What follows belongs to an exercise in optimizing a design on an open flow for a short achievable clock period and few clock cycles per item; a production flow would make more cautious choices. The RTL was checked by simulation tests, not by an equivalence proof against the original design. Power figures rest on the tool's default switching activity, not on a simulated workload.

`flow/flow/run.sh`:
```
#!/bin/bash
# Layout: the standard flow (standard.sh) with one change: the gate
# sizing in ORFS's repair steps may swap a cell for one of another footprint
# (MATCH_CELL_FOOTPRINT=0), so that drivers such as flip-flops can be
# upsized. Everything else (synthesis, floorplan, power grid, placement,
# clock tree, routing) is the standard flow's. The make output goes to
# flow_make.log here; ORFS's per-step logs stay under orfs/logs.
set -euo pipefail
sed 's/^make -C /make MATCH_CELL_FOOTPRINT=0 -C /' standard.sh > standard_free.sh
grep -q 'MATCH_CELL_FOOTPRINT=0' standard_free.sh
bash standard_free.sh > flow_make.log 2>&1
```
`flow/standard.sh`:
```
#!/bin/bash
# synth_recipe.tcl (not shown) runs the flow's synth.tcl, then flattens the netlist and writes it again
# the make line also repeats each setting of config.mk as NAME=value (left out here)
make -C /OpenROAD-flow-scripts/flow DESIGN_CONFIG=/design/flow/config.mk WORK_HOME=/design/flow/orfs CLKGATE_MAP_FILE= SYNTH_SCRIPT=/design/flow/synth_recipe.tcl "${@:-finish}"
```
`flow/config.mk`:
```
export PLATFORM = sky130hd
export DESIGN_NAME = lc4_top
export DESIGN_NICKNAME = lc4_top
export VERILOG_FILES = /design/flow/design.v
export SDC_FILE = /design/flow/constraint.sdc
export NUM_CORES = 4
export LEC_CHECK = 0
export CAP_MARGIN = 20
export CORE_MARGIN = 2
export CORE_UTILIZATION = 35
export SETUP_SLACK_MARGIN = 5
export SLEW_MARGIN = 20
export TNS_END_PERCENT = 100
```
`flow/constraint.sdc`:
```
create_clock -name core_clock -period 8.0 [get_ports {clk}]
set_input_delay 1.6000 -clock core_clock [delete_from_list [all_inputs] [get_ports {clk}]]
set_output_delay 1.6000 -clock core_clock [all_outputs]
set_load 0.01 [all_outputs]
```
`flow/design.v`:
```
package lc4_pkg;
    localparam logic [15:0] RESET_PC = 16'h8200;
endpackage
`timescale 1ns/1ps
module lc4_decoder (
    input  logic [15:0] i_insn,
    output logic        o_rf_we,    
    output logic        o_re_a,     
    output logic        o_re_b,     
    output logic        o_re_s,     
    output logic        o_ld,
    output logic        o_st,
    output logic        o_sub,
    output logic        o_use_imm,
    output logic [15:0] o_imm,
    output logic [3:0]  o_rsel      
);
    logic [3:0] op;
    logic       arith_rr;
    logic       addi;
    logic       logic_rr;
    logic       cnst;
    assign op       = i_insn[15:12];
    assign arith_rr = (op == 4'd1) && !i_insn[5] && !i_insn[3];    
    assign addi     = (op == 4'd1) && i_insn[5];
    assign logic_rr = (op == 4'd5) && !i_insn[5] && (i_insn[4:3] != 2'b01);
    assign cnst     = (op == 4'd9);
    assign o_ld     = (op == 4'd6);
    assign o_st     = (op == 4'd7);
    assign o_rf_we   = arith_rr || addi || logic_rr || o_ld || cnst;
    assign o_re_a    = arith_rr || addi || logic_rr || o_ld || o_st;
    assign o_re_b    = arith_rr || logic_rr;
    assign o_re_s    = o_st;
    assign o_sub     = arith_rr && i_insn[4];
    assign o_use_imm = addi || o_ld || o_st || cnst;
    always_comb begin
        if (cnst)               o_imm = {{7{i_insn[8]}}, i_insn[8:0]};
        else if (o_ld || o_st)  o_imm = {{10{i_insn[5]}}, i_insn[5:0]};
        else                    o_imm = {{11{i_insn[4]}}, i_insn[4:0]};
    end
    assign o_rsel[0] = !logic_rr;
    assign o_rsel[1] = logic_rr && (i_insn[4:3] == 2'b00);
    assign o_rsel[2] = logic_rr && (i_insn[4:3] == 2'b10);
    assign o_rsel[3] = logic_rr && (i_insn[4:3] == 2'b11);
endmodule
`timescale 1ns/1ps
module lc4_opsel (
    input  logic [2:0] i_idx,
    input  logic [2:0] i_x_w,       
    input  logic [8:0] i_x_rd,      
    input  logic [2:0] i_x_ld,
    input  logic [2:0] i_m_w,
    input  logic [8:0] i_m_rd,
    input  logic [2:0] i_m_ld,
    output logic [3:0] o_xsel,      
    output logic       o_xld,       
    output logic [4:0] o_csel       
);
    logic [2:0] hx, hm, yx, ym;
    logic       mld;
    for (genvar s = 0; s < 3; s++) begin : g_hit
        assign hx[s] = i_x_w[s] && (i_x_rd[3*s +: 3] == i_idx);
        assign hm[s] = i_m_w[s] && (i_m_rd[3*s +: 3] == i_idx);
    end
    assign yx[2] = hx[2];
    assign yx[1] = !hx[2] && hx[1];
    assign yx[0] = !hx[2] && !hx[1] && hx[0];
    assign ym[2] = hm[2];
    assign ym[1] = !hm[2] && hm[1];
    assign ym[0] = !hm[2] && !hm[1] && hm[0];
    assign mld = |(ym & i_m_ld);
    assign o_xsel[1] = yx[0] && !i_x_ld[0];
    assign o_xsel[2] = yx[1] && !i_x_ld[1];
    assign o_xsel[3] = yx[2] && !i_x_ld[2];
    assign o_xld     = |(yx & i_x_ld);
    assign o_xsel[0] = !(|hx);
    assign o_csel[2:0] = ym & ~i_m_ld;
    assign o_csel[3]   = mld;
    assign o_csel[4]   = !(|hm);
endmodule
`timescale 1ns/1ps
module lc4_execute (
    input  logic [15:0] i_cap_a,
    input  logic [15:0] i_cap_b,
    input  logic [4:0]  i_sel_a,    
    input  logic [3:0]  i_seln_a,   
    input  logic [4:0]  i_sel_b,
    input  logic [15:0] i_ma,       
    input  logic [15:0] i_mb,
    input  logic [15:0] i_mc,
    input  logic [15:0] i_ma_n,     
    input  logic [15:0] i_mb_n,
    input  logic [15:0] i_mc_n,
    input  logic [15:0] i_rdata,
    input  logic [4:0]  i_selx_a,
    input  logic [3:0]  i_selnx_a,
    input  logic [4:0]  i_selx_b,
    input  logic        i_arithx,
    input  logic        i_pkx,
    input  logic        i_andx,
    input  logic        i_subx,
    input  logic        i_arith,    
    input  logic        i_pk,       
    input  logic        i_and,
    input  logic        i_sub,
    output logic [15:0] o_result
);
    logic [15:0] a;
    logic [15:0] b;
    logic [15:0] g, t, p;
    logic [15:0] c;
    logic [15:0] f;
    logic [4:0]  sa  [16];
    logic [3:0]  sna [16];
    logic [4:0]  sb  [16];
    logic [15:0] arith, pk, andv, sub;
    for (genvar i = 0; i < 16; i++) begin : g_sel
        assign sa[i]    = (i < 8) ? i_sel_a  : ~i_selx_a;
        assign sna[i]   = (i < 8) ? i_seln_a : ~i_selnx_a;
        assign sb[i]    = (i < 8) ? i_sel_b  : ~i_selx_b;
        assign arith[i] = (i < 8) ? i_arith  : ~i_arithx;
        assign pk[i]    = (i < 8) ? i_pk     : ~i_pkx;
        assign andv[i]  = (i < 8) ? i_and    : ~i_andx;
        assign sub[i]   = (i < 8) ? i_sub    : ~i_subx;
        assign a[i] = (sa[i][0] & i_cap_a[i])
                    | (sa[i][1] & i_ma[i])    | (sna[i][0] & i_ma_n[i])
                    | (sa[i][2] & i_mb[i])    | (sna[i][1] & i_mb_n[i])
                    | (sa[i][3] & i_mc[i])    | (sna[i][2] & i_mc_n[i])
                    | (sa[i][4] & i_rdata[i]) | (sna[i][3] & ~i_rdata[i]);
        assign b[i] = (sb[i][0] & i_cap_b[i]) | (sb[i][1] & i_ma[i])
                    | (sb[i][2] & i_mb[i])    | (sb[i][3] & i_mc[i])
                    | (sb[i][4] & i_rdata[i]);
    end
    assign g = a & (b & arith);
    assign t = a | b;
    assign p = t & ~(a & (b & pk));
    lc4_ks_carry ks_i (.i_g(g), .i_t(t), .o_c(c));
    assign f = (~andv & (p ^ sub)) | (a & (b & andv));
    assign o_result = f ^ c;
endmodule
module lc4_ks_carry (
    input  logic [15:0] i_g,
    input  logic [15:0] i_t,
    output logic [15:0] o_c
);
    logic [15:0] gl [5];
    logic [15:0] tl [5];
    assign gl[0] = i_g;
    assign tl[0] = i_t;
    for (genvar l = 1; l < 5; l++) begin : g_lvl
        for (genvar i = 0; i < 16; i++) begin : g_bit
            if (i >= (1 << (l - 1))) begin : g_op
                assign gl[l][i] = gl[l-1][i] | (tl[l-1][i] & gl[l-1][i - (1 << (l - 1))]);
                assign tl[l][i] = tl[l-1][i] & tl[l-1][i - (1 << (l - 1))];
            end else begin : g_pass
                assign gl[l][i] = gl[l-1][i];
                assign tl[l][i] = tl[l-1][i];
            end
        end
    end
    assign o_c = {gl[4][14:0], 1'b0};
endmodule
`timescale 1ns/1ps
module lc4_agu (
    input  logic [15:0] i_cap,
    input  logic [4:0]  i_sel,      
    input  logic [4:0]  i_selx,     
    input  logic [15:0] i_imm,
    input  logic        i_k,        
    input  logic [15:0] i_sd_cap,
    input  logic [4:0]  i_sd_sel,
    input  logic [4:0]  i_sd_selx,
    input  logic [15:0] i_ma,
    input  logic [15:0] i_mb,
    input  logic [15:0] i_mc,
    input  logic [15:0] i_rdata,
    output logic [15:0] o_addr,
    output logic [15:0] o_sdata
);
    logic [15:0] base;
    logic [15:0] c;
    logic [15:0] t;
    logic [15:0] p;
    logic [4:0] sl [16];
    logic [4:0] sd [16];
    for (genvar i = 0; i < 16; i++) begin : g_sel
        assign sl[i] = (i < 8) ? i_sel : ~i_selx;
        assign sd[i] = (i < 8) ? i_sd_sel : ~i_sd_selx;
        assign base[i] = (sl[i][0] & i_cap[i]) | (sl[i][1] & i_ma[i]) | (sl[i][2] & i_mb[i])
                       | (sl[i][3] & i_mc[i])  | (sl[i][4] & i_rdata[i]);
        assign o_sdata[i] = (sd[i][0] & i_sd_cap[i]) | (sd[i][1] & i_ma[i]) | (sd[i][2] & i_mb[i])
                          | (sd[i][3] & i_mc[i])     | (sd[i][4] & i_rdata[i]);
    end
    assign t = base | i_imm;
    assign p = t & ~(base & (i_imm & {16{i_k}}));
    lc4_ks_carry ks_i (.i_g(base & (i_imm & {16{i_k}})), .i_t(t), .o_c(c));
    assign o_addr = p ^ c;
endmodule
`timescale 1ns/1ps
module lc4_core (
    input  logic        clk,
    input  logic        rst_n,
    output logic [15:0] o_pc,
    input  logic [15:0] i_insn_a,
    input  logic [15:0] i_insn_b,
    output logic [15:0] o_dmem_addr,
    output logic        o_dmem_we,
    output logic [15:0] o_dmem_wdata,
    input  logic [15:0] i_dmem_rdata,
    output logic        o_ret_a_valid,
    output logic [15:0] o_ret_a_pc,
    output logic [15:0] o_ret_a_insn,
    output logic        o_ret_a_rf_we,
    output logic [2:0]  o_ret_a_wsel,
    output logic [15:0] o_ret_a_wdata,
    output logic        o_ret_a_dmem_we,
    output logic [15:0] o_ret_a_dmem_addr,
    output logic [15:0] o_ret_a_dmem_data,
    output logic        o_ret_b_valid,
    output logic [15:0] o_ret_b_pc,
    output logic [15:0] o_ret_b_insn,
    output logic        o_ret_b_rf_we,
    output logic [2:0]  o_ret_b_wsel,
    output logic [15:0] o_ret_b_wdata,
    output logic        o_ret_b_dmem_we,
    output logic [15:0] o_ret_b_dmem_addr,
    output logic [15:0] o_ret_b_dmem_data
);
    localparam int NS = 3;   
    localparam int QD = 8;   
    localparam int RK = 8;   
    logic [15:0]   pc_q;
    logic [15:0]   q_insn [QD];
    logic [QD-1:0] q_v;      
    logic [QD-1:0] q_pok;    
    logic [QD-1:0] q_pok2;   
    logic          room3;    
    logic [15:0]   fb_a;     
    logic [15:0]   fb_b;
    logic          fb_v;
    logic [15:0] rf [8];
    logic        x_v    [NS];
    logic        x_w    [NS];  
    logic        x_ld   [NS];  
    logic        x_st   [NS];  
    logic [2:0]  x_rd   [NS];
    logic [15:0] x_insn [NS];
    logic        x_arith[NS];
    logic        x_arithx[NS];  
    logic        x_pkx  [NS];
    logic        x_andx [NS];
    logic        x_subx [NS];
    logic [4:0]  x_selx_a[NS];
    logic [3:0]  x_selnx_a[NS];
    logic [4:0]  x_selx_b[NS];
    logic [4:0]  x_ag_selx;
    logic [4:0]  x_sd_selx;
    logic        x_pk   [NS];
    logic        x_and  [NS];
    logic        x_sub  [NS];
    logic [15:0] x_cap_a[NS];
    logic [15:0] x_cap_b[NS];
    logic [4:0]  x_sel_a[NS];  
    logic [3:0]  x_seln_a[NS];
    logic [4:0]  x_sel_b[NS];
    logic [15:0] x_ag_cap;
    logic [4:0]  x_ag_sel;
    logic [15:0] x_ag_imm;
    logic        x_ag_k;
    logic [15:0] x_sd_cap;
    logic [4:0]  x_sd_sel;
    logic        m_v   [NS];
    logic        m_w   [NS];
    logic        m_ld  [NS];
    logic        m_st  [NS];
    logic [2:0]  m_rd  [NS];
    logic [15:0] m_insn[NS];
    logic [15:0] m_res [NS];   
    logic [15:0] m_res1[NS];   
    logic [15:0] m_res2[NS];   
    logic [15:0] m_resa[NS];   
    logic [15:0] m_resn[NS];   
    logic [15:0] m_rsl [NS];   
    logic [15:0] dm_addr;
    logic        dm_we;
    logic [15:0] dm_wdata;
    logic [RK-1:0] r_v;
    logic [15:0] r_insn [RK];
    logic        r_we   [RK];
    logic [2:0]  r_rd   [RK];
    logic [15:0] r_wdata[RK];
    logic        r_st   [RK];
    logic [15:0] r_daddr[RK];
    logic [15:0] r_ddata[RK];
    logic        d_rf_we[NS];
    logic        d_re_a [NS];
    logic        d_re_b [NS];
    logic        d_re_s [NS];
    logic        d_ld   [NS];
    logic        d_st   [NS];
    logic        d_sub  [NS];
    logic        d_uimm [NS];
    logic [15:0] d_imm  [NS];
    logic [3:0]  d_rsel [NS];
    logic [2:0]  d_rs   [NS];
    logic [2:0]  d_rt   [NS];
    logic [2:0]  d_rsd  [NS];  
    logic [3:0]  d_xsel_a[NS];
    logic [3:0]  d_xsel_b[NS];
    logic [3:0]  d_xsel_s[NS];
    logic        d_xld_a [NS];
    logic        d_xld_b [NS];
    logic        d_xld_s [NS];
    logic [4:0]  d_csel_a[NS];
    logic [4:0]  d_csel_b[NS];
    logic [4:0]  d_csel_s[NS];
    logic [15:0] d_cap_a [NS];
    logic [15:0] d_cap_b [NS];
    logic [15:0] d_cap_s [NS];
    logic [2:0]  xw_v, xld_v, mw_v, mld_v;
    logic [8:0]  xrd_v, mrd_v;
    for (genvar s = 0; s < NS; s++) begin : g_pk
        assign xw_v[s]  = x_w[s];
        assign xld_v[s] = x_ld[s];
        assign xrd_v[3*s +: 3] = x_rd[s];
        assign mw_v[s]  = m_w[s];
        assign mld_v[s] = m_ld[s];
        assign mrd_v[3*s +: 3] = m_rd[s];
    end
    function automatic logic [15:0] capture(input logic [4:0] sel, input logic [2:0] idx,
                                            input logic [15:0] ma, input logic [15:0] mb,
                                            input logic [15:0] mc, input logic [15:0] ld,
                                            input logic [15:0] r0, input logic [15:0] r1,
                                            input logic [15:0] r2, input logic [15:0] r3,
                                            input logic [15:0] r4, input logic [15:0] r5,
                                            input logic [15:0] r6, input logic [15:0] r7);
        logic [15:0] rv;
        case (idx)
            3'd0: rv = r0;
            3'd1: rv = r1;
            3'd2: rv = r2;
            3'd3: rv = r3;
            3'd4: rv = r4;
            3'd5: rv = r5;
            3'd6: rv = r6;
            default: rv = r7;
        endcase
        capture = ({16{sel[0]}} & ma) | ({16{sel[1]}} & mb) | ({16{sel[2]}} & mc)
                | ({16{sel[3]}} & ld) | ({16{sel[4]}} & rv);
    endfunction
    for (genvar s = 0; s < NS; s++) begin : g_dec
        lc4_decoder dec_i (
            .i_insn(q_insn[s]), .o_rf_we(d_rf_we[s]), .o_re_a(d_re_a[s]), .o_re_b(d_re_b[s]),
            .o_re_s(d_re_s[s]), .o_ld(d_ld[s]), .o_st(d_st[s]), .o_sub(d_sub[s]),
            .o_use_imm(d_uimm[s]), .o_imm(d_imm[s]), .o_rsel(d_rsel[s])
        );
        assign d_rs[s]  = q_insn[s][8:6];
        assign d_rt[s]  = q_insn[s][2:0];
        assign d_rsd[s] = q_insn[s][11:9];
        lc4_opsel sel_a_i (
            .i_idx(d_rs[s]), .i_x_w(xw_v), .i_x_rd(xrd_v), .i_x_ld(xld_v),
            .i_m_w(mw_v), .i_m_rd(mrd_v), .i_m_ld(mld_v),
            .o_xsel(d_xsel_a[s]), .o_xld(d_xld_a[s]), .o_csel(d_csel_a[s])
        );
        lc4_opsel sel_b_i (
            .i_idx(d_rt[s]), .i_x_w(xw_v), .i_x_rd(xrd_v), .i_x_ld(xld_v),
            .i_m_w(mw_v), .i_m_rd(mrd_v), .i_m_ld(mld_v),
            .o_xsel(d_xsel_b[s]), .o_xld(d_xld_b[s]), .o_csel(d_csel_b[s])
        );
        lc4_opsel sel_s_i (
            .i_idx(d_rsd[s]), .i_x_w(xw_v), .i_x_rd(xrd_v), .i_x_ld(xld_v),
            .i_m_w(mw_v), .i_m_rd(mrd_v), .i_m_ld(mld_v),
            .o_xsel(d_xsel_s[s]), .o_xld(d_xld_s[s]), .o_csel(d_csel_s[s])
        );
        assign d_cap_a[s] = capture(d_csel_a[s], d_rs[s], m_rsl[0], m_rsl[1], m_rsl[2], i_dmem_rdata,
                                    rf[0], rf[1], rf[2], rf[3], rf[4], rf[5], rf[6], rf[7]);
        assign d_cap_b[s] = d_uimm[s] ? d_imm[s]
                          : capture(d_csel_b[s], d_rt[s], m_rsl[0], m_rsl[1], m_rsl[2], i_dmem_rdata,
                                    rf[0], rf[1], rf[2], rf[3], rf[4], rf[5], rf[6], rf[7]);
        assign d_cap_s[s] = capture(d_csel_s[s], d_rsd[s], m_rsl[0], m_rsl[1], m_rsl[2], i_dmem_rdata,
                                    rf[0], rf[1], rf[2], rf[3], rf[4], rf[5], rf[6], rf[7]);
    end
    logic iss [NS];
    function automatic logic pair_ok(input logic [15:0] x, input logic [15:0] y);
        logic x_we, y_ra, y_rb, y_rs, x_mem, y_mem;
        x_we  = (x[15:12] == 4'd1 && (x[5] || !x[3])) || (x[15:12] == 4'd5 && !x[5] && x[4:3] != 2'b01)
             || x[15:12] == 4'd6 || x[15:12] == 4'd9;
        y_ra  = (y[15:12] == 4'd1 && (y[5] || !y[3])) || (y[15:12] == 4'd5 && !y[5] && y[4:3] != 2'b01)
             || y[15:12] == 4'd6 || y[15:12] == 4'd7;
        y_rb  = (y[15:12] == 4'd1 && !y[5] && !y[3]) || (y[15:12] == 4'd5 && !y[5] && y[4:3] != 2'b01);
        y_rs  = y[15:12] == 4'd7;
        x_mem = x[15:13] == 3'b011;
        y_mem = y[15:13] == 3'b011;
        pair_ok = !(x_we && ((y_ra && y[8:6] == x[11:9]) || (y_rb && y[2:0] == x[11:9])
                            || (y_rs && y[11:9] == x[11:9])))
               && !(x_mem && y_mem);
    endfunction
    assign iss[0] = q_v[0];
    assign iss[1] = q_v[1] && q_pok[0];
    assign iss[2] = q_v[1] && q_pok[0] && q_v[2] && q_pok[1] && q_pok2[0] && room3;
    logic accept;
    logic [15:0]   q_cand    [NS+1][QD];
    logic [QD-1:0] v_cand    [NS+1];
    logic [QD-1:0] pok_cand  [NS+1];
    logic [QD-1:0] pok2_cand [NS+1];
    logic ok_last_in0, ok_in0_in1, ok_last2_in0, ok_last_in1;
    logic [1:0] n_iss;
    logic fetch_en;
    assign accept    = !q_v[QD-2] && fb_v;
    assign fetch_en  = !fb_v || !q_v[QD-2];
    assign o_pc      = pc_q;
    assign n_iss     = iss[2] ? 2'd3 : iss[1] ? 2'd2 : iss[0] ? 2'd1 : 2'd0;
    logic [4:0] last_i, last2_i;  
    function automatic logic [4:0] prod_info(input logic [15:0] x);
        prod_info = {(x[15:12] == 4'd1 && (x[5] || !x[3])) || (x[15:12] == 4'd5 && !x[5] && x[4:3] != 2'b01)
                         || x[15:12] == 4'd6 || x[15:12] == 4'd9,
                     x[11:9], x[15:13] == 3'b011};
    endfunction
    function automatic logic pair_ok_i(input logic [4:0] xi, input logic [15:0] y);
        logic y_ra, y_rb, y_rs, y_mem;
        y_ra  = (y[15:12] == 4'd1 && (y[5] || !y[3])) || (y[15:12] == 4'd5 && !y[5] && y[4:3] != 2'b01)
             || y[15:12] == 4'd6 || y[15:12] == 4'd7;
        y_rb  = (y[15:12] == 4'd1 && !y[5] && !y[3]) || (y[15:12] == 4'd5 && !y[5] && y[4:3] != 2'b01);
        y_rs  = y[15:12] == 4'd7;
        y_mem = y[15:13] == 3'b011;
        pair_ok_i = !(xi[4] && ((y_ra && y[8:6] == xi[3:1]) || (y_rb && y[2:0] == xi[3:1])
                               || (y_rs && y[11:9] == xi[3:1])))
                 && !(xi[0] && y_mem);
    endfunction
    always_ff @(posedge clk) begin
        if (accept) begin
            last_i  <= prod_info(fb_b);
            last2_i <= prod_info(fb_a);
        end
    end
    assign ok_last_in0  = pair_ok_i(last_i, fb_a);
    assign ok_last_in1  = pair_ok_i(last_i, fb_b);
    assign ok_last2_in0 = pair_ok_i(last2_i, fb_a);
    assign ok_in0_in1   = pair_ok(fb_a, fb_b);
    function automatic logic qv(input logic [QD-1:0] v, input int j);
        qv = (j >= 0 && j < QD) ? v[(j >= 0 && j < QD) ? j : 0] : 1'b0;
    endfunction
    always_comb begin
        for (int k = 0; k <= NS; k++) begin
            for (int i = 0; i < QD; i++) begin
                if (qv(q_v, i + k))
                    q_cand[k][i] = q_insn[(i + k < QD) ? i + k : 0];
                else if (i + k == 0 || qv(q_v, i + k - 1))
                    q_cand[k][i] = fb_a;
                else
                    q_cand[k][i] = fb_b;
                if (qv(q_v, i + k + 1))
                    pok_cand[k][i] = q_pok[(i + k < QD) ? i + k : 0];
                else if (qv(q_v, i + k))
                    pok_cand[k][i] = ok_last_in0;
                else
                    pok_cand[k][i] = ok_in0_in1;
                if (qv(q_v, i + k + 2))
                    pok2_cand[k][i] = q_pok2[(i + k < QD) ? i + k : 0];
                else if (qv(q_v, i + k + 1))
                    pok2_cand[k][i] = ok_last2_in0;
                else
                    pok2_cand[k][i] = ok_last_in1;
                v_cand[k][i] = qv(q_v, i + k) || (accept && (i + k < 2 || qv(q_v, i + k - 2)));
            end
        end
    end
    always_ff @(posedge clk) begin
        if (fetch_en) begin
            fb_a <= i_insn_a;
            fb_b <= i_insn_b;
        end
    end
    always_ff @(posedge clk) begin
        for (int i = 0; i < QD; i++)
            q_insn[i] <= iss[2] ? q_cand[3][i] : iss[1] ? q_cand[2][i] : iss[0] ? q_cand[1][i] : q_cand[0][i];
        q_pok  <= iss[2] ? pok_cand[3]  : iss[1] ? pok_cand[2]  : iss[0] ? pok_cand[1]  : pok_cand[0];
        q_pok2 <= iss[2] ? pok2_cand[3] : iss[1] ? pok2_cand[2] : iss[0] ? pok2_cand[1] : pok2_cand[0];
    end
    always_ff @(posedge clk or negedge rst_n) begin
        if (!rst_n) begin
            pc_q    <= lc4_pkg::RESET_PC;
            q_v     <= '0;
            fb_v    <= 1'b0;
        end else begin
            if (fetch_en) pc_q <= pc_q + 16'd2;
            if (fetch_en) fb_v <= 1'b1;
            q_v     <= iss[2] ? v_cand[3] : iss[1] ? v_cand[2] : iss[0] ? v_cand[1] : v_cand[0];
        end
    end
    logic mem_s [NS];  
    assign mem_s[0] = d_ld[0] || d_st[0];
    assign mem_s[1] = !mem_s[0] && (d_ld[1] || d_st[1]);
    assign mem_s[2] = !mem_s[0] && !mem_s[1];
    always_ff @(posedge clk or negedge rst_n) begin
        if (!rst_n) begin
            for (int s = 0; s < NS; s++) begin
                x_v[s]  <= 1'b0;
                x_w[s]  <= 1'b0;
                x_ld[s] <= 1'b0;
                x_st[s] <= 1'b0;
            end
        end else begin
            for (int s = 0; s < NS; s++) begin
                x_v[s]  <= iss[s];
                x_w[s]  <= iss[s] && d_rf_we[s];
                x_ld[s] <= iss[s] && d_ld[s];
                x_st[s] <= iss[s] && d_st[s];
            end
        end
    end
    always_ff @(posedge clk) begin
        for (int s = 0; s < NS; s++) begin
            x_rd[s]     <= d_rsd[s];
            x_insn[s]   <= q_insn[s];
            x_arith[s]  <= d_rsel[s][0];
            x_pk[s]     <= d_rsel[s][0] || d_rsel[s][3];
            x_and[s]    <= d_rsel[s][1];
            x_sub[s]    <= d_sub[s];
            x_cap_a[s]  <= d_sub[s] ? ~d_cap_a[s] : d_cap_a[s];
            x_cap_b[s]  <= d_cap_b[s];
            x_sel_a[s]  <= !d_re_a[s] ? 5'd0 : d_sub[s] ? {4'd0, d_xsel_a[s][0]} : {d_xld_a[s], d_xsel_a[s]};
            x_seln_a[s] <= (d_re_a[s] && d_sub[s]) ? {d_xld_a[s], d_xsel_a[s][3:1]} : 4'd0;
            x_sel_b[s]  <= d_uimm[s] ? 5'b00001 : (d_re_b[s] ? {d_xld_b[s], d_xsel_b[s]} : 5'd0);
            x_arithx[s]  <= ~d_rsel[s][0];
            x_pkx[s]     <= ~(d_rsel[s][0] || d_rsel[s][3]);
            x_andx[s]    <= ~d_rsel[s][1];
            x_subx[s]    <= ~d_sub[s];
            x_selx_a[s]  <= ~(!d_re_a[s] ? 5'd0 : d_sub[s] ? {4'd0, d_xsel_a[s][0]} : {d_xld_a[s], d_xsel_a[s]});
            x_selnx_a[s] <= ~((d_re_a[s] && d_sub[s]) ? {d_xld_a[s], d_xsel_a[s][3:1]} : 4'd0);
            x_selx_b[s]  <= ~(d_uimm[s] ? 5'b00001 : (d_re_b[s] ? {d_xld_b[s], d_xsel_b[s]} : 5'd0));
        end
        x_ag_cap <= mem_s[0] ? d_cap_a[0] : mem_s[1] ? d_cap_a[1] : d_cap_a[2];
        x_ag_sel <= mem_s[0] ? {d_xld_a[0], d_xsel_a[0]} : mem_s[1] ? {d_xld_a[1], d_xsel_a[1]}
                                                                     : {d_xld_a[2], d_xsel_a[2]};
        x_ag_imm <= mem_s[0] ? d_imm[0] : mem_s[1] ? d_imm[1] : d_imm[2];
        x_ag_k   <= mem_s[0] || mem_s[1] || d_ld[2] || d_st[2];
        x_sd_cap <= mem_s[0] ? d_cap_s[0] : mem_s[1] ? d_cap_s[1] : d_cap_s[2];
        x_sd_sel <= mem_s[0] ? {d_xld_s[0], d_xsel_s[0]} : mem_s[1] ? {d_xld_s[1], d_xsel_s[1]}
                                                                     : {d_xld_s[2], d_xsel_s[2]};
        x_ag_selx <= ~(mem_s[0] ? {d_xld_a[0], d_xsel_a[0]} : mem_s[1] ? {d_xld_a[1], d_xsel_a[1]}
                                                                       : {d_xld_a[2], d_xsel_a[2]});
        x_sd_selx <= ~(mem_s[0] ? {d_xld_s[0], d_xsel_s[0]} : mem_s[1] ? {d_xld_s[1], d_xsel_s[1]}
                                                                       : {d_xld_s[2], d_xsel_s[2]});
    end
    logic [15:0] x_result[NS];
    logic [15:0] x_agu;
    logic [15:0] x_sdata;
    for (genvar s = 0; s < NS; s++) begin : g_ex
        lc4_execute ex_i (
            .i_cap_a(x_cap_a[s]), .i_cap_b(x_cap_b[s]),
            .i_sel_a(x_sel_a[s]), .i_seln_a(x_seln_a[s]), .i_sel_b(x_sel_b[s]),
            .i_selx_a(x_selx_a[s]), .i_selnx_a(x_selnx_a[s]), .i_selx_b(x_selx_b[s]),
            .i_arithx(x_arithx[s]), .i_pkx(x_pkx[s]), .i_andx(x_andx[s]), .i_subx(x_subx[s]),
            .i_ma(s == 0 ? m_res[0] : s == 1 ? m_res1[0] : m_res2[0]),
            .i_mb(s == 0 ? m_res[1] : s == 1 ? m_res1[1] : m_res2[1]),
            .i_mc(s == 0 ? m_res[2] : s == 1 ? m_res1[2] : m_res2[2]),
            .i_ma_n(m_resn[0]), .i_mb_n(m_resn[1]), .i_mc_n(m_resn[2]), .i_rdata(i_dmem_rdata),
            .i_arith(x_arith[s]), .i_pk(x_pk[s]), .i_and(x_and[s]), .i_sub(x_sub[s]),
            .o_result(x_result[s])
        );
    end
    lc4_agu agu_i (
        .i_cap(x_ag_cap), .i_sel(x_ag_sel), .i_selx(x_ag_selx), .i_imm(x_ag_imm), .i_k(x_ag_k),
        .i_sd_cap(x_sd_cap), .i_sd_sel(x_sd_sel), .i_sd_selx(x_sd_selx),
        .i_ma(m_resa[0]), .i_mb(m_resa[1]), .i_mc(m_resa[2]), .i_rdata(i_dmem_rdata),
        .o_addr(x_agu), .o_sdata(x_sdata)
    );
    always_ff @(posedge clk or negedge rst_n) begin
        if (!rst_n) begin
            for (int s = 0; s < NS; s++) begin
                m_v[s]  <= 1'b0;
                m_w[s]  <= 1'b0;
                m_ld[s] <= 1'b0;
                m_st[s] <= 1'b0;
            end
            dm_we <= 1'b0;
        end else begin
            for (int s = 0; s < NS; s++) begin
                m_v[s]  <= x_v[s];
                m_w[s]  <= x_w[s];
                m_ld[s] <= x_ld[s];
                m_st[s] <= x_st[s];
            end
            dm_we <= x_st[0] || x_st[1] || x_st[2];
        end
    end
    always_ff @(posedge clk) begin
        for (int s = 0; s < NS; s++) begin
            m_rd[s]   <= x_rd[s];
            m_insn[s] <= x_insn[s];
            m_res[s]  <= x_result[s];
            m_res1[s] <= x_result[s] & {16{x_w[s]}};
            m_res2[s] <= x_result[s] | {16{~x_w[s]}};
            m_resa[s] <= x_result[s] & {16{x_w[s] && !x_ld[s]}};
            m_resn[s] <= ~x_result[s];
            m_rsl[s]  <= x_result[s] | {16{!x_w[s] || x_ld[s]}};
        end
        dm_addr  <= x_agu;
        dm_wdata <= x_sdata;
    end
    assign o_dmem_addr  = dm_addr;
    assign o_dmem_we    = dm_we;
    assign o_dmem_wdata = dm_wdata;
    always_ff @(posedge clk or negedge rst_n) begin
        if (!rst_n) begin
            for (int r = 0; r < 8; r++) rf[r] <= 16'd0;
        end else begin
            for (int r = 0; r < 8; r++) begin
                if (m_w[2] && m_rd[2] == 3'(r))      rf[r] <= m_ld[2] ? i_dmem_rdata : m_rsl[2];
                else if (m_w[1] && m_rd[1] == 3'(r)) rf[r] <= m_ld[1] ? i_dmem_rdata : m_rsl[1];
                else if (m_w[0] && m_rd[0] == 3'(r)) rf[r] <= m_ld[0] ? i_dmem_rdata : m_rsl[0];
            end
        end
    end
    logic [15:0]   n_wdata [NS];
    logic [15:0]   n_ddata [NS];
    logic [RK-1:0] r_v_nxt;
    logic          r_sel_old [RK];
    logic [NS-1:0] r_sel_m   [RK];
    for (genvar s = 0; s < NS; s++) begin : g_rin
        assign n_wdata[s] = m_ld[s] ? i_dmem_rdata : m_rsl[s];
        assign n_ddata[s] = m_ld[s] ? i_dmem_rdata : dm_wdata;
    end
    function automatic logic rqv(input logic [RK-1:0] v, input int j);
        if (j < 0)        rqv = 1'b1;
        else if (j >= RK) rqv = 1'b0;
        else              rqv = v[(j >= 0 && j < RK) ? j : 0];
    endfunction
    always_comb begin
        for (int i = 0; i < RK; i++) begin
            r_sel_old[i] = r_v[1] && rqv(r_v, i + 2);
            r_v_nxt[i]   = r_v[1] ? rqv(r_v, i + 2) : 1'b0;
            for (int s = 0; s < NS; s++) begin
                r_sel_m[i][s] = r_v[1] ? (!rqv(r_v, i + 2) && rqv(r_v, i + 1 - s) && !rqv(r_v, i + 2 - s))
                                       : (i == s);
                if (r_v[1]) r_v_nxt[i] = r_v_nxt[i] || (m_v[s] && rqv(r_v, i + 1 - s));
                else if (i == s) r_v_nxt[i] = r_v_nxt[i] || m_v[s];
            end
        end
    end
    always_ff @(posedge clk or negedge rst_n) begin
        if (!rst_n) r_v <= '0;
        else        r_v <= r_v_nxt;
    end
    always_ff @(posedge clk) begin
        for (int i = 0; i < RK; i++) begin
            r_insn[i]  <= {16{r_sel_old[i]}} & r_insn[(i + 2 < RK) ? i + 2 : 0];
            r_we[i]    <= r_sel_old[i] & r_we[(i + 2 < RK) ? i + 2 : 0];
            r_rd[i]    <= {3{r_sel_old[i]}} & r_rd[(i + 2 < RK) ? i + 2 : 0];
            r_wdata[i] <= {16{r_sel_old[i]}} & r_wdata[(i + 2 < RK) ? i + 2 : 0];
            r_st[i]    <= r_sel_old[i] & r_st[(i + 2 < RK) ? i + 2 : 0];
            r_daddr[i] <= {16{r_sel_old[i]}} & r_daddr[(i + 2 < RK) ? i + 2 : 0];
            r_ddata[i] <= {16{r_sel_old[i]}} & r_ddata[(i + 2 < RK) ? i + 2 : 0];
            for (int s = 0; s < NS; s++) begin
                if (r_sel_m[i][s]) begin
                    r_insn[i]  <= m_insn[s];
                    r_we[i]    <= m_w[s];
                    r_rd[i]    <= m_rd[s];
                    r_wdata[i] <= n_wdata[s];
                    r_st[i]    <= m_st[s];
                    r_daddr[i] <= dm_addr;
                    r_ddata[i] <= n_ddata[s];
                end
            end
        end
    end
    logic [3:0] rq_f;
    logic [3:0] rq_f_k [NS+1];
    function automatic logic [3:0] drain(input logic [3:0] c);
        drain = (c > 4'd2) ? c - 4'd2 : 4'd0;
    endfunction
    always_comb begin
        for (int k = 0; k <= NS; k++) rq_f_k[k] = drain(rq_f) + 4'(k);
    end
    always_ff @(posedge clk or negedge rst_n) begin
        if (!rst_n) begin
            rq_f  <= 4'd0;
            room3 <= 1'b1;
        end else begin
            rq_f  <= iss[2] ? rq_f_k[3] : iss[1] ? rq_f_k[2] : iss[0] ? rq_f_k[1] : rq_f_k[0];
            room3 <= iss[2] ? (rq_f_k[3] <= 4'(RK - 1)) : iss[1] ? (rq_f_k[2] <= 4'(RK - 1))
                   : iss[0] ? (rq_f_k[1] <= 4'(RK - 1)) : (rq_f_k[0] <= 4'(RK - 1));
        end
    end
    logic [15:0] ret_pc_a, ret_pc_b;
    always_ff @(posedge clk or negedge rst_n) begin
        if (!rst_n) begin
            ret_pc_a <= lc4_pkg::RESET_PC;
            ret_pc_b <= lc4_pkg::RESET_PC + 16'd1;
        end else if (r_v[1]) begin
            ret_pc_a <= ret_pc_a + 16'd2;
            ret_pc_b <= ret_pc_b + 16'd2;
        end else if (r_v[0]) begin
            ret_pc_a <= ret_pc_a + 16'd1;
            ret_pc_b <= ret_pc_b + 16'd1;
        end
    end
    assign o_ret_a_valid     = r_v[0];
    assign o_ret_a_pc        = ret_pc_a;
    assign o_ret_a_insn      = r_insn[0];
    assign o_ret_a_rf_we     = r_we[0];
    assign o_ret_a_wsel      = r_rd[0];
    assign o_ret_a_wdata     = r_wdata[0];
    assign o_ret_a_dmem_we   = r_st[0];
    assign o_ret_a_dmem_addr = r_daddr[0];
    assign o_ret_a_dmem_data = r_ddata[0];
    assign o_ret_b_valid     = r_v[1];
    assign o_ret_b_pc        = ret_pc_b;
    assign o_ret_b_insn      = r_insn[1];
    assign o_ret_b_rf_we     = r_we[1];
    assign o_ret_b_wsel      = r_rd[1];
    assign o_ret_b_wdata     = r_wdata[1];
    assign o_ret_b_dmem_we   = r_st[1];
    assign o_ret_b_dmem_addr = r_daddr[1];
    assign o_ret_b_dmem_data = r_ddata[1];
endmodule
`timescale 1ns/1ps
module lc4_top (
    input  logic        clk,
    input  logic        rst_n,
    output logic [15:0] o_pc,
    input  logic [15:0] i_insn_a,
    input  logic [15:0] i_insn_b,
    output logic [15:0] o_dmem_addr,
    output logic        o_dmem_we,
    output logic [15:0] o_dmem_wdata,
    input  logic [15:0] i_dmem_rdata,
    output logic        o_ret_a_valid,
    output logic [15:0] o_ret_a_pc,
    output logic [15:0] o_ret_a_insn,
    output logic        o_ret_a_rf_we,
    output logic [2:0]  o_ret_a_wsel,
    output logic [15:0] o_ret_a_wdata,
    output logic        o_ret_a_dmem_we,
    output logic [15:0] o_ret_a_dmem_addr,
    output logic [15:0] o_ret_a_dmem_data,
    output logic        o_ret_b_valid,
    output logic [15:0] o_ret_b_pc,
    output logic [15:0] o_ret_b_insn,
    output logic        o_ret_b_rf_we,
    output logic [2:0]  o_ret_b_wsel,
    output logic [15:0] o_ret_b_wdata,
    output logic        o_ret_b_dmem_we,
    output logic [15:0] o_ret_b_dmem_addr,
    output logic [15:0] o_ret_b_dmem_data
);
    lc4_core core_i (
        .clk(clk), .rst_n(rst_n), .o_pc(o_pc), .i_insn_a(i_insn_a), .i_insn_b(i_insn_b),
        .o_dmem_addr(o_dmem_addr), .o_dmem_we(o_dmem_we), .o_dmem_wdata(o_dmem_wdata),
        .i_dmem_rdata(i_dmem_rdata),
        .o_ret_a_valid(o_ret_a_valid), .o_ret_a_pc(o_ret_a_pc), .o_ret_a_insn(o_ret_a_insn),
        .o_ret_a_rf_we(o_ret_a_rf_we), .o_ret_a_wsel(o_ret_a_wsel), .o_ret_a_wdata(o_ret_a_wdata),
        .o_ret_a_dmem_we(o_ret_a_dmem_we), .o_ret_a_dmem_addr(o_ret_a_dmem_addr),
        .o_ret_a_dmem_data(o_ret_a_dmem_data),
        .o_ret_b_valid(o_ret_b_valid), .o_ret_b_pc(o_ret_b_pc), .o_ret_b_insn(o_ret_b_insn),
        .o_ret_b_rf_we(o_ret_b_rf_we), .o_ret_b_wsel(o_ret_b_wsel), .o_ret_b_wdata(o_ret_b_wdata),
        .o_ret_b_dmem_we(o_ret_b_dmem_we), .o_ret_b_dmem_addr(o_ret_b_dmem_addr),
        .o_ret_b_dmem_data(o_ret_b_dmem_data)
    );
endmodule
```
==> results of run 1 <==
[through the flow]
step	area (µm²)	setup WS [ns]	cells
floorplan	86480	3.951	10568
global placement	91480	2.198	13214
detailed placement	91520	2.101	13215
CTS	102600	4.332	13866
global route	105100	4.169	14010
finish	105100	4.224	14032
[what timing repair did]
| action | CTS | global route |
|---|---|---|
| gates cloned | 12 | 10 |
| endpoints found under the setup margin | 1285 | 660 |
| setup buffers | 302 | 126 |
| pin swaps | 127 | 120 |
| gates resized for setup | 1065 | 320 |
[power by group]
part           internal [mW]  switching [mW]
Sequential              10.9            3.88
Combinational           9.94            19.2
Clock                   5.02            3.75
Total                   25.9            26.9
[critical path: stages]
cell,delay [ns]
buf_12,0.11
buf_12,0.14
buf_4,0.13
buf_6,0.10
a222oi_1,0.31
nand2_1,0.12
a21boi_4,0.16
maj3_2,0.38
o211ai_4,0.20
buf_12,0.16
a21oi_4,0.06
o21a_4,0.25
or4b_4,0.54
nand3_4,0.15
nor2_1,0.05
[area by class of cell]
cell class	count	area, µm²
Antenna cell	27	67.56
Clock buffer	249	5238
Clock inverter	88	992.2
Fill cell	23844	138800
Inverter	312	1210
Multi-Input combinational cell	7557	49830
Sequential cell	1615	34290
Tap cell	3202	4006
Timing Repair Buffer	982	9479
[kinds of logic after synthesis]
group | share of synthesized area
simple gates | 0.1459
flops | 0.3959
xor+xnor | 0.03549
buf+inv | 0.06214
other cells | 0.00008731
mux | 0.08390
compound gates | 0.2743
fa+ha+maj | 0.002298
[layer usage]
metal,part of all wire,vias up
met5,0.00048,-
li1,-,38471
met1,0.38,44655
met4,0.084,34
met3,0.13,1663
met2,0.41,6841
[cells in the mapped netlist, types with 43 or more instances]
| cell type | count | area, µm² |
|---|---|---|
| buf_1 | 147 | 551.8 |
| dfxtp_1 | 1333 | 26690 |
| a21oi_1 | 1126 | 5635 |
| o211ai_1 | 166 | 1246 |
| nor3_1 | 70 | 350.3 |
| or3_1 | 44 | 275.3 |
| a22oi_1 | 149 | 1119 |
| nor2_1 | 1215 | 4561 |
| xnor2_1 | 257 | 2251 |
| mux2_2 | 220 | 2477 |
| o21ai_0 | 783 | 3919 |
| dfrtp_1 | 214 | 5355 |
| a221oi_1 | 190 | 1664 |
| nand4_1 | 64 | 400.4 |
| o221ai_1 | 217 | 1901 |
| nand2_1 | 947 | 3555 |
| a31oi_1 | 71 | 444.2 |
| o22ai_1 | 185 | 1157 |
| nand3_1 | 175 | 875.8 |
| edfxtp_1 | 60 | 1802 |
| a22o_1 | 124 | 1086 |
| nand2b_1 | 78 | 488.0 |
| inv_1 | 299 | 1122 |
| clkbuf_1 | 909 | 3412 |
| nor2b_1 | 140 | 875.8 |
| mux2i_1 | 442 | 4424 |
| a222oi_1 | 222 | 2222 |
| o21a_1 | 43 | 322.8 |
| xor2_1 | 86 | 753.2 |
[cell usage in the layout, fill, tap and decap left out, drive strengths merged, types with 124 or more instances in the layout]
master  count
a21oi    1127
a221oi    192
a222oi    222
a22o      124
a22oi     150
buf       764
clkbuf    358
dfrtp     214
dfxtp    1333
inv       309
mux2      222
mux2i     442
nand2     947
nand3     178
nor2     1215
nor2b     141
o211ai    168
o21ai     802
o221ai    217
o22ai     185
xnor2     260
[final timing paths]
kind / depth (start not counted) / startpoint / end / slack (ns)
max reg2reg: 11 / core_i.x_selx_a[2][3] / core_i.m_res2[2][15] / 4.39
min in group asynchronous: 1 / rst_n / core_i.q_v[6] / 0.68
max in group asynchronous: 2 / rst_n / core_i.r_v[1] / 5.75
min reg2reg: 0 / core_i.x_insn[2][6] / core_i.m_insn[2][6] / 0.32
min: 0 / core_i.x_insn[2][6] / core_i.m_insn[2][6] / 0.32
max: 15 / i_dmem_rdata[0] / core_i.m_resa[0][13] / 4.22
[state kept, by name (all words and copies together), names as in the netlist, 128 cells and up]
| signal | cells |
|---|---|
| core_i.rf | 128 |
| core_i.r_ddata | 128 |
| core_i.r_daddr | 128 |
| core_i.q_insn | 128 |
| core_i.r_wdata | 128 |
| core_i.r_insn | 128 |
==> results.cfg, run 1 <==
[cts]
cts_tree = built
cts_buffers = 182
h-tree-depth = 4
holdBufCountCts = 0
cts_buffer_depth = 3
clock_latency_ns = 0.90
clock-root-buffer = clkbuf_16
clk_pin_slew_ns = 0.06
clock_sinks = 1615

[placed_design]
portBuffers = 269
hpwl_um = 333200
gp_congestion = 1.046

[die]
core_mm2 = 0.2439
initial_core_util = 0.3527
chipHeight_um = 499.7
die_width_um = 499.7
rows = 181
dieArea_mm2 = 0.2497
pin_count = 271

[global_route]
grt_first_pass_wirelength_um = 669200
grt_remaining_overflow = 0
grt_pass1_vias = 82751
met3_usage = 0.1273
grt_max_degree = 136
track_usage = 0.3746
gr-usage-met1 = 0.4712
antenna_found_initial = 58
gr-usage-met2 = 0.5369
grt.busiest_layer = met2

[yosys]
synth-edff-count = 60
seq_area_frac_synth = 0.3959
syn_inst = 10568
syn_nets = 10628
ys_ff_latch = 1615
syn_area_mm2 = 0.08601
ys.warnings.count = 152
synthDistinctLibCells = 106
avgSynthCellArea_um2 = 8.139
async_flop_share = 0.1375
ys.flop_type = dfxtp_1

[routing]
drt_wl_total_um = 494000
drtIter0Drc = 15105
first_pass_iters = 10
drc_errors = 0
avgRoutedWirePerCell_um = 35.21
vias_per_cell = 6.532
antenna_left = 0
vias = 91664

[critical_path]
start_kind = input port
cp.arrival_ns = 4.49
worstPathRequired_ns = 8.71
crit_type = input port to register
endpoint_kind = register
path_max_fanout = 6

[hold_path]
hold_class = register to register

[sta]
rsz0062_at_grt = yes
worst_hold_slack_ns = 0.3239
finalCritPeriodShare = 0.4720
fin_tns_setup_ns = 0
setup_viol = 0
max_freq_mhz = 264.9
hold_violations = 0
fin_skew_ns = 0.04840
fin_crit_ns = 3.776
tightestPinTransition_ns = 1.350
finalMaxSlewViolations = 0
max-slew-margin-rel = 0.1002

[cells_and_area]
areaGrowthSynthToFinish_pct = 22.20
nNetsFinal = 10710
drive_gt1_frac = 0.1926
postLayoutCoreUtil = 0.4310

[run_status]
status = finished clean

[pwr]
ir_worst_vdd_mv = 0.2420
p_leak_nw = 42.18
fin_total_pwr_mw = 52.72
power_density_mw_per_mm2 = 501.6

[flow_run]
drv_cap = 0
Testbench counts, summed over its fixed seeds: cycles 5,329, insns 9,600.
==> run 2: changes to the inputs <==
--- a/flow/design.v
+++ b/flow/design.v
@@ -276,15 +276,17 @@
     logic [2:0]  m_rd  [NS];
     logic [15:0] m_insn[NS];
     logic [15:0] m_res [NS];   
-    logic [15:0] m_res1[NS];   
-    logic [15:0] m_res2[NS];   
-    logic [15:0] m_resa[NS];   
     logic [15:0] m_resn[NS];   
+    logic [15:0] m_resa[NS];   
     logic [15:0] m_rsl [NS];   
-    logic [15:0] dm_addr;
+    logic [15:0] dm_addr;    
+    logic [15:0] dm_addr_r;  
+    logic [15:0] dm_wdata_r;
     logic        dm_we;
     logic [15:0] dm_wdata;
-    logic [RK-1:0] r_v;
+    logic [RK-1:0] r_v;      
+    logic [RK-1:0] r_vn;     
+    logic [RK-1:0] r_vi;     
     logic [15:0] r_insn [RK];
     logic        r_we   [RK];
     logic [2:0]  r_rd   [RK];
@@ -552,9 +554,9 @@
             .i_sel_a(x_sel_a[s]), .i_seln_a(x_seln_a[s]), .i_sel_b(x_sel_b[s]),
             .i_selx_a(x_selx_a[s]), .i_selnx_a(x_selnx_a[s]), .i_selx_b(x_selx_b[s]),
             .i_arithx(x_arithx[s]), .i_pkx(x_pkx[s]), .i_andx(x_andx[s]), .i_subx(x_subx[s]),
-            .i_ma(s == 0 ? m_res[0] : s == 1 ? m_res1[0] : m_res2[0]),
-            .i_mb(s == 0 ? m_res[1] : s == 1 ? m_res1[1] : m_res2[1]),
-            .i_mc(s == 0 ? m_res[2] : s == 1 ? m_res1[2] : m_res2[2]),
+            .i_ma(s < 2 ? m_res[0] : ~m_resn[0]),
+            .i_mb(s < 2 ? m_res[1] : ~m_resn[1]),
+            .i_mc(s < 2 ? m_res[2] : ~m_resn[2]),
             .i_ma_n(m_resn[0]), .i_mb_n(m_resn[1]), .i_mc_n(m_resn[2]), .i_rdata(i_dmem_rdata),
             .i_arith(x_arith[s]), .i_pk(x_pk[s]), .i_and(x_and[s]), .i_sub(x_sub[s]),
             .o_result(x_result[s])
@@ -590,14 +592,14 @@
             m_rd[s]   <= x_rd[s];
             m_insn[s] <= x_insn[s];
             m_res[s]  <= x_result[s];
-            m_res1[s] <= x_result[s] & {16{x_w[s]}};
-            m_res2[s] <= x_result[s] | {16{~x_w[s]}};
             m_resa[s] <= x_result[s] & {16{x_w[s] && !x_ld[s]}};
             m_resn[s] <= ~x_result[s];
             m_rsl[s]  <= x_result[s] | {16{!x_w[s] || x_ld[s]}};
         end
-        dm_addr  <= x_agu;
-        dm_wdata <= x_sdata;
+        dm_addr    <= x_agu;
+        dm_wdata   <= x_sdata;
+        dm_addr_r  <= x_agu & {16{x_ld[0] || x_ld[1] || x_ld[2] || x_st[0] || x_st[1] || x_st[2]}};
+        dm_wdata_r <= x_sdata & {16{x_st[0] || x_st[1] || x_st[2]}};
     end
     assign o_dmem_addr  = dm_addr;
     assign o_dmem_we    = dm_we;
@@ -618,9 +620,10 @@
     logic [RK-1:0] r_v_nxt;
     logic          r_sel_old [RK];
     logic [NS-1:0] r_sel_m   [RK];
+    assign r_vi = ~r_vn;
     for (genvar s = 0; s < NS; s++) begin : g_rin
         assign n_wdata[s] = m_ld[s] ? i_dmem_rdata : m_rsl[s];
-        assign n_ddata[s] = m_ld[s] ? i_dmem_rdata : dm_wdata;
+        assign n_ddata[s] = m_ld[s] ? i_dmem_rdata : dm_wdata_r;
     end
     function automatic logic rqv(input logic [RK-1:0] v, input int j);
         if (j < 0)        rqv = 1'b1;
@@ -629,19 +632,24 @@
     endfunction
     always_comb begin
         for (int i = 0; i < RK; i++) begin
-            r_sel_old[i] = r_v[1] && rqv(r_v, i + 2);
-            r_v_nxt[i]   = r_v[1] ? rqv(r_v, i + 2) : 1'b0;
+            r_sel_old[i] = r_vi[1] && rqv(r_vi, i + 2);
+            r_v_nxt[i]   = r_vi[1] ? rqv(r_vi, i + 2) : 1'b0;
             for (int s = 0; s < NS; s++) begin
-                r_sel_m[i][s] = r_v[1] ? (!rqv(r_v, i + 2) && rqv(r_v, i + 1 - s) && !rqv(r_v, i + 2 - s))
+                r_sel_m[i][s] = r_vi[1] ? (!rqv(r_vi, i + 2) && rqv(r_vi, i + 1 - s) && !rqv(r_vi, i + 2 - s))
                                        : (i == s);
-                if (r_v[1]) r_v_nxt[i] = r_v_nxt[i] || (m_v[s] && rqv(r_v, i + 1 - s));
+                if (r_vi[1]) r_v_nxt[i] = r_v_nxt[i] || (m_v[s] && rqv(r_vi, i + 1 - s));
                 else if (i == s) r_v_nxt[i] = r_v_nxt[i] || m_v[s];
             end
         end
     end
     always_ff @(posedge clk or negedge rst_n) begin
-        if (!rst_n) r_v <= '0;
-        else        r_v <= r_v_nxt;
+        if (!rst_n) begin
+            r_v  <= '0;
+            r_vn <= '1;
+        end else begin
+            r_v  <= r_v_nxt;
+            r_vn <= ~r_v_nxt;
+        end
     end
     always_ff @(posedge clk) begin
         for (int i = 0; i < RK; i++) begin
@@ -659,7 +667,7 @@
                     r_rd[i]    <= m_rd[s];
                     r_wdata[i] <= n_wdata[s];
                     r_st[i]    <= m_st[s];
-                    r_daddr[i] <= dm_addr;
+                    r_daddr[i] <= dm_addr_r;
                     r_ddata[i] <= n_ddata[s];
                 end
             end
@@ -688,10 +696,10 @@
         if (!rst_n) begin
             ret_pc_a <= lc4_pkg::RESET_PC;
             ret_pc_b <= lc4_pkg::RESET_PC + 16'd1;
-        end else if (r_v[1]) begin
+        end else if (r_vi[1]) begin
             ret_pc_a <= ret_pc_a + 16'd2;
             ret_pc_b <= ret_pc_b + 16'd2;
-        end else if (r_v[0]) begin
+        end else if (r_vi[0]) begin
             ret_pc_a <= ret_pc_a + 16'd1;
             ret_pc_b <= ret_pc_b + 16'd1;
         end
==> flow/run.sh (new file) <==
#!/bin/bash
# synth_recipe.tcl (not shown) runs the flow's synth.tcl, then flattens the netlist and writes it again
# the make line also repeats each setting of config.mk as NAME=value (left out here)
make -C /OpenROAD-flow-scripts/flow DESIGN_CONFIG=/design/flow/config.mk WORK_HOME=/design/flow/orfs CLKGATE_MAP_FILE= SYNTH_SCRIPT=/design/flow/synth_recipe.tcl finish
--- a/flow/config.mk
+++ b/flow/config.mk
@@ -7,7 +7,7 @@
 export LEC_CHECK = 0
 export CAP_MARGIN = 20
 export CORE_MARGIN = 2
-export CORE_UTILIZATION = 35
+export CORE_UTILIZATION = 30
 export SETUP_SLACK_MARGIN = 5
 export SLEW_MARGIN = 20
-export TNS_END_PERCENT = 100
+export TNS_END_PERCENT = 20
removed: flow/flow/run.sh
removed: flow/standard.sh
==> results.cfg, run 2 <==
[routing]
vias = 89736
antenna_left = 0
first_pass_iters = 10
drc_errors = 0
drt_wl_total_um = 487500
vias_per_cell = 6.253
avgRoutedWirePerCell_um = 33.97
drtIter0Drc = 14806

[cts]
cts_tree = built
clock_latency_ns = 0.95
cts_buffer_depth = 4
cts_buffers = 178
holdBufCountCts = 0
clock_sinks = 1553
clk_pin_slew_ns = 0.07
h-tree-depth = 4
clock-root-buffer = clkbuf_16

[critical_path]
worstPathRequired_ns = 8.83
cp.arrival_ns = 4.20
crit_type = input port to register
endpoint_kind = register
path_max_fanout = 6
start_kind = input port

[global_route]
grt_remaining_overflow = 0
track_usage = 0.3222
grt_max_degree = 136
antenna_found_initial = 53
grt_pass1_vias = 79434
grt_first_pass_wirelength_um = 662300

[pwr]
internal_power_mw = 24.58
seq_power_share = 0.279
p_sw_frac = 0.5178
switchingPower_mw = 26.39
combPwrFrac = 0.554
p_leak_nw = 40.93
power_density_mw_per_mm2 = 493.5
power_frac_clock = 0.168
ir_worst_vdd_mv = 0.2786

[sta]
max_freq_mhz = 296.9
rsz0062_at_grt = yes
fin_skew_ns = 0.1371
fin_tns_setup_ns = 0
max-slew-margin-rel = 0.1143
hold_violations = 0
tightestPinTransition_ns = 1.320
finalCritPeriodShare = 0.4210
fin_crit_ns = 3.368
setup_viol = 0
fin_ws_ns = 4.632
finalMaxSlewViolations = 0

[placed_design]
portBuffers = 269
pre_cts_ws_ns = 2.336
placed_cell_area_mm2 = 0.09164
place_inst = 13709
hpwl_um = 335800
gp_congestion = 1.059

[yosys]
syn_inst = 10505
synth.most_common_cell = dfxtp_1
yosysTopAreaCellShare = 0.2978
synth_area_leaders = dfxtp_1, dfrtp_1, mux2i_1
synth-edff-count = 60
async_flop_share = 0.1442
syn_area_mm2 = 0.08530
yosysTopAreaCell = dfxtp_1
ys.flop_type = dfxtp_1
avgSynthCellArea_um2 = 8.120
syn_nets = 10565
synthDistinctLibCells = 107
ys.warnings.count = 148
synth_top_cells_by_count = dfxtp_1, nand2_1, a21oi_1
ys_ff_latch = 1553
seq_area_frac_synth = 0.3849

[die]
core_mm2 = 0.2825
dieArea_mm2 = 0.2886
chipHeight_um = 537.2
initial_core_util = 0.3019
rows = 195
die_width_um = 537.2
pin_count = 271

[cells_and_area]
final_common_cell = dfxtp_1
finalInstanceArea_mm2 = 0.1033
fill_cells = 29068
regArea_mm2 = 0.03293
drive_gt1_frac = 0.1625
layout_common_cells = dfxtp_1, nand2_1, a21oi_1, nor2_1, o21ai_0
nNetsFinal = 10503
multi_input_area_mm2 = 0.05052
finalNonFillerCells = 14352
areaGrowthSynthToFinish_pct = 21.09

[run_status]
status = finished clean

[flow_run]
drv_cap = 0

[hold_path]
hold_class = register to register
run 2: final cells by class:
cell class	count	area share
clock inverter	95	0.009534
multi-input combinational	7587	0.4891
timing repair buffer	851	0.07761
tap	3743	0.04534
inverter	272	0.01024
antenna	22	0.0005330
sequential	1553	0.3188
clock buffer	229	0.04884
run 2: critical path: stages:
cell	delay, ns
buf_12	0.11
buf_12	0.13
a222oi_1	0.26
and3_1	0.26
a31o_4	0.15
a211oi_4	0.07
or3_4	0.50
a21o_1	0.25
a21o_4	0.24
or4_4	0.43
and3_4	0.18
run 2: per-layer routing:
layer | share of wire | vias up | global-route usage
met4 | 0.085 | 32 | 0.2128
met2 | 0.40 | 6541 | 0.4644
met5 | 0.00074 | - | 0
met1 | 0.39 | 43600 | 0.4127
li1 | - | 38084 | -
met3 | 0.12 | 1479 | 0.09877
run 2: final timing paths:
check,from,endpoint,slack [ns],depth (start not counted)
min in group asynchronous,rst_n,core_i.pc_q[13],0.76,1
max reg2reg,core_i.q_insn[0][9],core_i.x_sd_cap[9],4.69,7
max in group asynchronous,rst_n,core_i.dm_we,5.77,2
min reg2reg,core_i.x_insn[0][0],core_i.m_insn[0][0],0.29,0
min,core_i.x_insn[0][0],core_i.m_insn[0][0],0.29,0
max,i_dmem_rdata[0],core_i.m_resn[1][13],4.63,11
run 2: power groups by stage:
stage	sequential [mW]	clock, mW	combinational, mW
floorplan	11.6	0	15.2
global placement	14.3	0	24.5
detailed placement	14.3	0	24.5
CTS	14.1	8.60	25.8
global route	14.3	8.92	29.0
finish	14.2	8.55	28.2
run 2: stage by stage:
step                      power (mW)  hold slack (ns)  utilization
after floorplan                26.78           0.3096            -
after global placement         38.84           0.3105       0.3243
after detailed placement       38.80           0.3121       0.3243
after CTS                      48.50           0.2735       0.3595
after global routing           52.13           0.2928       0.3654
final                          50.97           0.2852       0.3656
run 2: cells by family (layout without fill, tap and decap cells):
kind of cell | count (synthesis) | count (layout) | synth area share
AND/OR/NAND/NOR | 2854 | 2856 | 0.1477
other | 2 | 24 | 0.00008805
buffers and inverters | 1368 | 1447 | 0.06107
flip-flops | 1553 | 1553 | 0.3849
XOR/XNOR | 341 | 341 | 0.03501
adder cells (fa/ha/maj) | 17 | 17 | 0.002288
AO/OA/AOI/OAI | 3644 | 3645 | 0.2783
multiplexers | 726 | 726 | 0.09063
run 2: timing repair:
action,in CTS,in global routing
resized for setup,826,237
pin swaps,165,79
setup buffers,193,90
gates cloned,11,1
setup endpoints to repair,1186,908
endpoints found under the hold margin,0,0
Testbench counts of run 2, summed over its fixed seeds: cycles 5,329, insns 9,600.
==> run 3: changes to the inputs <==
--- a/flow/config.mk
+++ b/flow/config.mk
@@ -10,4 +10,4 @@
 export CORE_UTILIZATION = 30
 export SETUP_SLACK_MARGIN = 5
 export SLEW_MARGIN = 20
-export TNS_END_PERCENT = 20
+export TNS_END_PERCENT = 5
==> results.cfg, run 3 <==
[die]
chipHeight_um = 537.2
rows = 195
dieArea_mm2 = 0.2886
core_mm2 = 0.2825
initial_core_util = 0.3019
pin_count = 271
die_width_um = 537.2

[yosys]
syn_area_mm2 = 0.08530
yosysTopAreaCell = dfxtp_1
avgSynthCellArea_um2 = 8.120
ys_ff_latch = 1553
synth_area_leaders = dfxtp_1, dfrtp_1, mux2i_1
synthDistinctLibCells = 107
synth_top_cells_by_count = dfxtp_1, nand2_1, a21oi_1
async_flop_share = 0.1442
syn_inst = 10505
seq_area_frac_synth = 0.3849
syn_nets = 10565
ys.flop_type = dfxtp_1
synth-edff-count = 60
yosysTopAreaCellShare = 0.2978
synth.most_common_cell = dfxtp_1
ys.warnings.count = 148

[cts]
clock_latency_ns = 0.93
cts_buffers = 183
cts_tree = built
clk_pin_slew_ns = 0.07
h-tree-depth = 4
clock-root-buffer = clkbuf_16
clock_sinks = 1553
cts_buffer_depth = 4

[critical_path]
start_kind = register
path_max_fanout = 47
crit_type = register to register
cp_slowest_stage_delay_ns = 0.89
worst-r2r-setup-slack_ns = 4.47
endpoint_kind = register
cp.arrival_ns = 4.32
worstPathRequired_ns = 8.78
path_cells = buf_4 > buf_4 > nand2_1 > nand2_1 > a22oi_1 > o22ai_1
cp_slowest_cell = nand2_1

[global_route]
track_usage = 0.3179
grt_max_degree = 112
grt_first_pass_wirelength_um = 656500
grt_remaining_overflow = 0
grt_pass1_vias = 80474
antenna_found_initial = 61

[routing]
drt_wl_total_um = 479400
vias_per_cell = 6.273
antenna_left = 0
avgRoutedWirePerCell_um = 33.32
first_pass_iters = 10
drtIter0Drc = 14703
drc_errors = 0
vias = 90249

[sta]
fin_skew_ns = 0.1193
fin_tns_setup_ns = 0
finalCritPeriodShare = 0.4415
fin_crit_ns = 3.532
max-slew-margin-rel = 0.1319
tightestPinTransition_ns = 1.302
setup_viol = 0
rsz0062_at_grt = yes
hold_violations = 0
max_freq_mhz = 283.1
finalMaxSlewViolations = 0

[placed_design]
gp_congestion = 1.054
portBuffers = 269
hpwl_um = 332200

[pwr]
seq_power_share = 0.276
power_density_mw_per_mm2 = 495.8
p_sw_frac = 0.5128
switchingPower_mw = 26.26
p_leak_nw = 40.83
combPwrFrac = 0.548
power_frac_clock = 0.176
ir_worst_vdd_mv = 0.2591
internal_power_mw = 24.95

[cells_and_area]
nNetsFinal = 10517
drive_gt1_frac = 0.1589
final_common_cell = dfxtp_1
postLayoutCoreUtil = 0.3655
areaGrowthSynthToFinish_pct = 21.08
layout_common_cells = dfxtp_1, nand2_1, a21oi_1, nor2_1, o21ai_0

[flow_run]
drv_cap = 0

[run_status]
status = finished clean

[hold_path]
hold_class = register to register
==> run 3: cell type report <==
class                           instances  area [µm²]
Fill cell                           29200      179300
Inverter                              272        1054
Clock buffer                          237        5171
Timing Repair Buffer                  861        7924
Clock inverter                        102        1247
Multi-Input combinational cell       7586       50190
Sequential cell                      1553       32930
Antenna cell                           32       80.08
Tap cell                             3743        4683
==> run 3: cells by family (layout without fill, tap and decap cells) <==
logic type      Yosys count  after routing  synth area share
compound gates         3644           3645            0.2783
xor+xnor                341            341           0.03501
fa+ha+maj                17             17          0.002288
buf+inv                1368           1472           0.06107
flops                  1553           1553            0.3849
mux                     726            726           0.09063
other cells               2             34        0.00008805
simple gates           2854           2855            0.1477
==> run 3: repair_timing <==
| action | CTS | global route |
|---|---|---|
| endpoints found under the setup margin | 1100 | 1031 |
| gates cloned | 5 | 2 |
| buffers inserted | 169 | 124 |
| pin swaps | 162 | 77 |
| resized for setup | 659 | 231 |
| hold buffers | 0 | 0 |
==> run 3: path summary, 6_finish.rpt <==
path	from	cells after the start	endpoint
hold / removal	core_i.x_insn[2][3]	0	core_i.m_insn[2][3]
max in group asynchronous	rst_n	2	core_i.dm_we
hold reg to reg	core_i.x_insn[2][3]	0	core_i.m_insn[2][3]
min in group asynchronous	rst_n	1	core_i.pc_q[1]
setup / recovery	core_i.m_ld[0]	6	core_i.r_wdata[1][1]
setup reg to reg	core_i.m_ld[0]	6	core_i.r_wdata[1][1]
==> run 3: critical path, delay by kind of cell, from the launching register on <==
family	cells	cell delay, ns
AO/OA/AOI/OAI	2	0.60
buffers and inverters	2	1.09
flip-flops	1	0.37
AND/OR/NAND/NOR	2	1.35
==> run 3: per-layer routing <==
layer  share of wire  routed length [µm]  GRT usage
met1            0.39              185600     0.4038
met2            0.40              193200     0.4530
met3            0.12               57520    0.09810
met4           0.089               42900     0.2286
met5         0.00043                 207   0.002467
==> run 3: stage by stage <==
stage               hold WS [ns]  area [µm²]  power (mW)  cells  setup slack, ns
finish                    0.2598      103300       51.21  14386            4.468
global route              0.2920      103200       52.43  14355            4.514
CTS                       0.2741      101100       48.61  14226            4.621
detailed placement        0.3121       91470       38.53  13713            2.463
global placement          0.3101       91470       38.50  13713            2.498
floorplan                 0.3096       85650       26.69  10505            4.064
==> run 3: power groups by stage <==
stage / clock [mW] / sequential, mW / combinational [mW]
global route: 9.40 / 14.2 / 28.9
floorplan: 0 / 11.6 / 15.1
finish: 9.03 / 14.1 / 28.1
global placement: 0 / 14.2 / 24.3
CTS: 9.10 / 13.9 / 25.6
detailed placement: 0 / 14.1 / 24.4

## port drivers added, routing unchanged
The flow's constraints put no driver on any port. The routed layouts listed below were extracted and timed again, unchanged, in two steps.
Step 1 assumes that a clkbuf_16 drives the clock port and a buf_2 every other input.
Step 2 times the ports against the registers' clock, not the clock port: input delays grow and output delays shrink by t, the midpoint of the rising clock arrivals with the driver on.
Slacks: ideal ports / drivers / drivers and shift; pairs: ideal ports / drivers.
run | shift t [ns] | setup WS [ns] | worst hold slack (ns)
run 1 | 0.970 | 4.224 / 4.269 / 3.299 | 0.324 / 0.324 / 0.324
run 2 | 0.976 | 4.632 / 4.637 / 3.706 | 0.285 / 0.285 / 0.285
run 3 | 0.963 | 4.468 / 4.468 / 3.607 | 0.260 / 0.260 / 0.260
After both steps setup and hold are still met in every run listed. The setup slack of run 2, which loses most, moves by +0.005 ns with the drivers and by -0.926 ns with both steps.
